Background: an optimization exercise with open tools, aiming at small area. Do not read the settings as production practice.
At most, simulation tests tie the RTL to the original design; equivalence was not proved.
Power and IR drop assume default switching activity. The flow treats the clock pin as an ideal source, which a real chip does not have.

==> module apb_modport, before the edit <==
module apb_modport #(
    parameter int ADDR_WIDTH     = 32,
    parameter int DATA_WIDTH     = 32,
    parameter int NO_OF_SLAVES   = 7,
    parameter int REGS_PER_SLAVE = 8
) (
    input  logic                    pclock,
    input  logic                    presetn,    
    input  logic [ADDR_WIDTH-1:0]   paddr,
    input  logic [DATA_WIDTH-1:0]   pwdata,
    input  logic                    pwrite,
    input  logic [NO_OF_SLAVES-1:0] psel_x,
    input  logic                    penable,
    output logic [DATA_WIDTH-1:0]   prdata,
    output logic                    pready,
    output logic                    pslverr
);
    localparam int DATA_REGS = REGS_PER_SLAVE - 1;
    localparam int IDX_W     = $clog2(REGS_PER_SLAVE);
    localparam int WIN_LSB   = IDX_W + 2;
    localparam logic [15:0] ID_TAG = 16'hA9B0;
    localparam int NW        = NO_OF_SLAVES * DATA_REGS;
    logic [DATA_WIDTH-1:0] data_q [NW];
    logic [NW-1:0]         valid_q;
    logic [NW-1:0]         valid_d;
    logic [IDX_W-1:0]      reg_idx;
    logic                  sel_any;
    logic                  sel_multi;
    logic                  access;
    logic                  addr_ok;
    logic                  xfer_err;
    logic                  wr_en;
    logic                  rd_en;
    logic [REGS_PER_SLAVE-1:0] idx_dec;
    logic [REGS_PER_SLAVE-1:0] idx_dec_n;
    logic [NO_OF_SLAVES-1:0]   wk_n;
    logic [NO_OF_SLAVES-1:0]   rk;
    logic [NW-1:0]         wsel;
    logic [NW-1:0]         rsel;
    logic [DATA_WIDTH-1:0] id_word;
    logic [DATA_WIDTH-1:0] rd_id;
    always_comb begin
        sel_multi = 1'b0;
        for (int a = 0; a < NO_OF_SLAVES; a++)
            for (int b = a + 1; b < NO_OF_SLAVES; b++)
                sel_multi = sel_multi | (psel_x[a] & psel_x[b]);
    end
    assign sel_any  = |psel_x;
    assign reg_idx  = paddr[WIN_LSB-1:2];
    assign addr_ok  = ~|paddr[1:0] & ~|paddr[ADDR_WIDTH-1:WIN_LSB];
    assign access   = sel_any & penable;
    assign xfer_err = sel_multi | ~addr_ok | (pwrite & (reg_idx == IDX_W'(DATA_REGS)));
    assign wr_en    = access & pwrite & ~sel_multi & addr_ok;
    assign rd_en    = access & ~pwrite & ~sel_multi & addr_ok & ~presetn;
    always_comb
        for (int r = 0; r < REGS_PER_SLAVE; r++) begin
            idx_dec[r]   = (reg_idx == IDX_W'(r));
            idx_dec_n[r] = ~idx_dec[r];
        end
    always_comb
        for (int k = 0; k < NO_OF_SLAVES; k++) begin
            wk_n[k] = ~(wr_en & psel_x[k]);
            rk[k]   = rd_en & psel_x[k];
        end
    for (genvar k = 0; k < NO_OF_SLAVES; k++) begin : g_bank
        for (genvar r = 0; r < DATA_REGS; r++) begin : g_word
            localparam int W = k * DATA_REGS + r;
            rm_nor2 u_ws (.a(wk_n[k]), .b(idx_dec_n[r]), .y(wsel[W]));
            rm_or2  u_vd (.a(valid_q[W]), .b(wsel[W]), .y(valid_d[W]));
            rm_and3 u_rs (.a(rk[k]), .b(idx_dec[r]), .c(valid_q[W]), .y(rsel[W]));
        end
    end
    always_comb begin
        id_word = '0;
        for (int k = 0; k < NO_OF_SLAVES; k++)
            id_word = id_word | ({DATA_WIDTH{psel_x[k]}} & DATA_WIDTH'({ID_TAG, 8'h00, 8'(k)}));
        rd_id = id_word & {DATA_WIDTH{rd_en & idx_dec[DATA_REGS]}};
    end
    for (genvar b = 0; b < DATA_WIDTH; b++) begin : g_rd
        localparam logic [DATA_WIDTH-1:0] ID_ONES = DATA_WIDTH'({ID_TAG, 16'h00FF});
        logic [NW-1:0] col;
        for (genvar w = 0; w < NW; w++) begin : g_col
            assign col[w] = data_q[w][b];
        end
        rm_rdbit #(.N(NW), .EXTRA(ID_ONES[b])) u_bit (.sel(rsel), .d(col), .extra_n(~rd_id[b]), .y(prdata[b]));
    end
    always_ff @(posedge pclock or posedge presetn) begin
        if (presetn) valid_q <= '0;
        else         valid_q <= valid_d;
    end
    always_ff @(posedge pclock) begin
        for (int w = 0; w < NW; w++)
            if (wsel[w]) data_q[w] <= pwdata;
    end
    assign pready  = access & ~presetn;
    assign pslverr = access & xfer_err & ~presetn;
endmodule
export LEC_CHECK = 0
export CAP_MARGIN = 10
export CORE_MARGIN = 2
export CORE_UTILIZATION = 40
export CTS_BUF_LIST = sky130_fd_sc_hd__clkbuf_16
export CTS_CLUSTER_DIAMETER = 100
export CTS_CLUSTER_SIZE = 32
export PLACE_DENSITY = 0.85
export SLEW_MARGIN = 10
export SYNTH_HIERARCHICAL = 1
export SYNTH_MINIMUM_KEEP_SIZE = 0
export BUFFER_PORTS_ARGS = -buffer_cell sky130_fd_sc_hd__buf_1
export CTS_ARGS = -sink_clustering_enable -repair_clock_nets -sink_clustering_size 32 -sink_clustering_max_diameter 100 -buf_list sky130_fd_sc_hd__clkbuf_16 -dont_use_dummy_load
create_clock -name core_clock -period 12.0 [get_ports {pclock}]
standard.sh (not shown) runs the stock make flow with config.mk's settings and CLKGATE_MAP_FILE= SYNTH_SCRIPT=/design/flow/synth_recipe.tcl, a recipe that flattens the netlist after the stock synthesis.
==> flow/flow/run.sh <==
#!/bin/bash
# Own flow: the standard ORFS layout, with smaller port buffers and a clock
# tree without dummy balancing loads.
set -euo pipefail
{
  echo 'export BUFFER_PORTS_ARGS = -buffer_cell sky130_fd_sc_hd__buf_1'
  echo 'export CTS_ARGS = -sink_clustering_enable -repair_clock_nets -sink_clustering_size 32 -sink_clustering_max_diameter 100 -buf_list sky130_fd_sc_hd__clkbuf_16 -dont_use_dummy_load'
} >> config.mk
cp config.mk config_mk.txt
bash standard.sh finish > standard.log 2>&1
Then changed:
--- a/flow/design.v
+++ b/flow/design.v
@@ -103,14 +103,16 @@
     logic                  wr_en;
     logic                  rd_en;
     logic [REGS_PER_SLAVE-1:0] idx_dec;
     logic [REGS_PER_SLAVE-1:0] idx_dec_n;
     logic [NO_OF_SLAVES-1:0]   wk_n;
     logic [NO_OF_SLAVES-1:0]   rk;
-    logic [NW-1:0]         wsel;
-    logic [NW-1:0]         rsel;
+    logic [NW-1:0]         wsel;      
+    logic [NW-1:0]         wsel_h;    
+    logic [NW-1:0]         rsel;      
+    logic [NW-1:0]         rsel_h;    
     logic [DATA_WIDTH-1:0] id_word;
     logic [DATA_WIDTH-1:0] rd_id;
     always_comb begin
         sel_multi = 1'b0;
         for (int a = 0; a < NO_OF_SLAVES; a++)
             for (int b = a + 1; b < NO_OF_SLAVES; b++)
@@ -133,36 +135,42 @@
             wk_n[k] = ~(wr_en & psel_x[k]);
             rk[k]   = rd_en & psel_x[k];
         end
     for (genvar k = 0; k < NO_OF_SLAVES; k++) begin : g_bank
         for (genvar r = 0; r < DATA_REGS; r++) begin : g_word
             localparam int W = k * DATA_REGS + r;
-            rm_nor2 u_ws (.a(wk_n[k]), .b(idx_dec_n[r]), .y(wsel[W]));
-            rm_or2  u_vd (.a(valid_q[W]), .b(wsel[W]), .y(valid_d[W]));
-            rm_and3 u_rs (.a(rk[k]), .b(idx_dec[r]), .c(valid_q[W]), .y(rsel[W]));
+            rm_nor2 u_ws  (.a(wk_n[k]), .b(idx_dec_n[r]), .y(wsel[W]));
+            rm_nor2 u_wsh (.a(wk_n[k]), .b(idx_dec_n[r]), .y(wsel_h[W]));
+            rm_or2  u_vd  (.a(valid_q[W]), .b(wsel[W]), .y(valid_d[W]));
+            rm_and3 u_rs  (.a(rk[k]), .b(idx_dec[r]), .c(valid_q[W]), .y(rsel[W]));
+            rm_and3 u_rsh (.a(rk[k]), .b(idx_dec[r]), .c(valid_q[W]), .y(rsel_h[W]));
         end
     end
     always_comb begin
         id_word = '0;
         for (int k = 0; k < NO_OF_SLAVES; k++)
             id_word = id_word | ({DATA_WIDTH{psel_x[k]}} & DATA_WIDTH'({ID_TAG, 8'h00, 8'(k)}));
         rd_id = id_word & {DATA_WIDTH{rd_en & idx_dec[DATA_REGS]}};
     end
     for (genvar b = 0; b < DATA_WIDTH; b++) begin : g_rd
         localparam logic [DATA_WIDTH-1:0] ID_ONES = DATA_WIDTH'({ID_TAG, 16'h00FF});
         logic [NW-1:0] col;
+        logic [NW-1:0] sel_b;
+        assign sel_b = (b < DATA_WIDTH / 2) ? rsel : rsel_h;
         for (genvar w = 0; w < NW; w++) begin : g_col
             assign col[w] = data_q[w][b];
         end
-        rm_rdbit #(.N(NW), .EXTRA(ID_ONES[b])) u_bit (.sel(rsel), .d(col), .extra_n(~rd_id[b]), .y(prdata[b]));
+        rm_rdbit #(.N(NW), .EXTRA(ID_ONES[b])) u_bit (.sel(sel_b), .d(col), .extra_n(~rd_id[b]), .y(prdata[b]));
     end
     always_ff @(posedge pclock or posedge presetn) begin
         if (presetn) valid_q <= '0;
         else         valid_q <= valid_d;
     end
     always_ff @(posedge pclock) begin
-        for (int w = 0; w < NW; w++)
-            if (wsel[w]) data_q[w] <= pwdata;
+        for (int w = 0; w < NW; w++) begin
+            if (wsel[w])   data_q[w][DATA_WIDTH/2-1:0]          <= pwdata[DATA_WIDTH/2-1:0];
+            if (wsel_h[w]) data_q[w][DATA_WIDTH-1:DATA_WIDTH/2] <= pwdata[DATA_WIDTH-1:DATA_WIDTH/2];
+        end
     end
     assign pready  = access & ~presetn;
     assign pslverr = access & xfer_err & ~presetn;
 endmodule
After rerunning: Non-clock buffer count climbs by 9. Synthesized cell count goes up by 3.8%. Combinational power increases by 18%. Clock-buffer cell count does not change. Register-to-register slack loses 0.18 ns. Via count increases by 2.8%. Die area goes up by 0.87%. Clock power went up by about 2%. Area after synthesis rose by 0.87%. Flip-flop and latch count is unchanged. Critical path depth does not change.
For the second run of this note, only the layout was checked, not whether the RTL still works.

afterwards: timing with drivers on the ports:
Ports are ideal in the flow. The routed layouts listed here were re-timed in OpenROAD.
Step 1: set_driving_cell puts a clkbuf_16 on pclock and a buf_2 on each other input, an assumption about the parent block.
Step 2 times the ports against the registers' clock, not the clock port: input delays grow and output delays shrink by t, the midpoint of the rising clock arrivals with the driver on.
Slacks: no drivers / after step 1 / after step 2; pairs: no drivers / after step 1.
run	t (ns)	slack for setup (ns)	worst slew at a driven data input, ns
the first run	0.726	1.618 / 1.560 / 1.560	0.26
the second run	0.753	2.160 / 2.139 / 2.139	0.20
After both steps setup and hold are still met in every run listed. The setup slack of the first run, which loses most, moves by -0.058 ns with the drivers and by -0.058 ns with both steps.
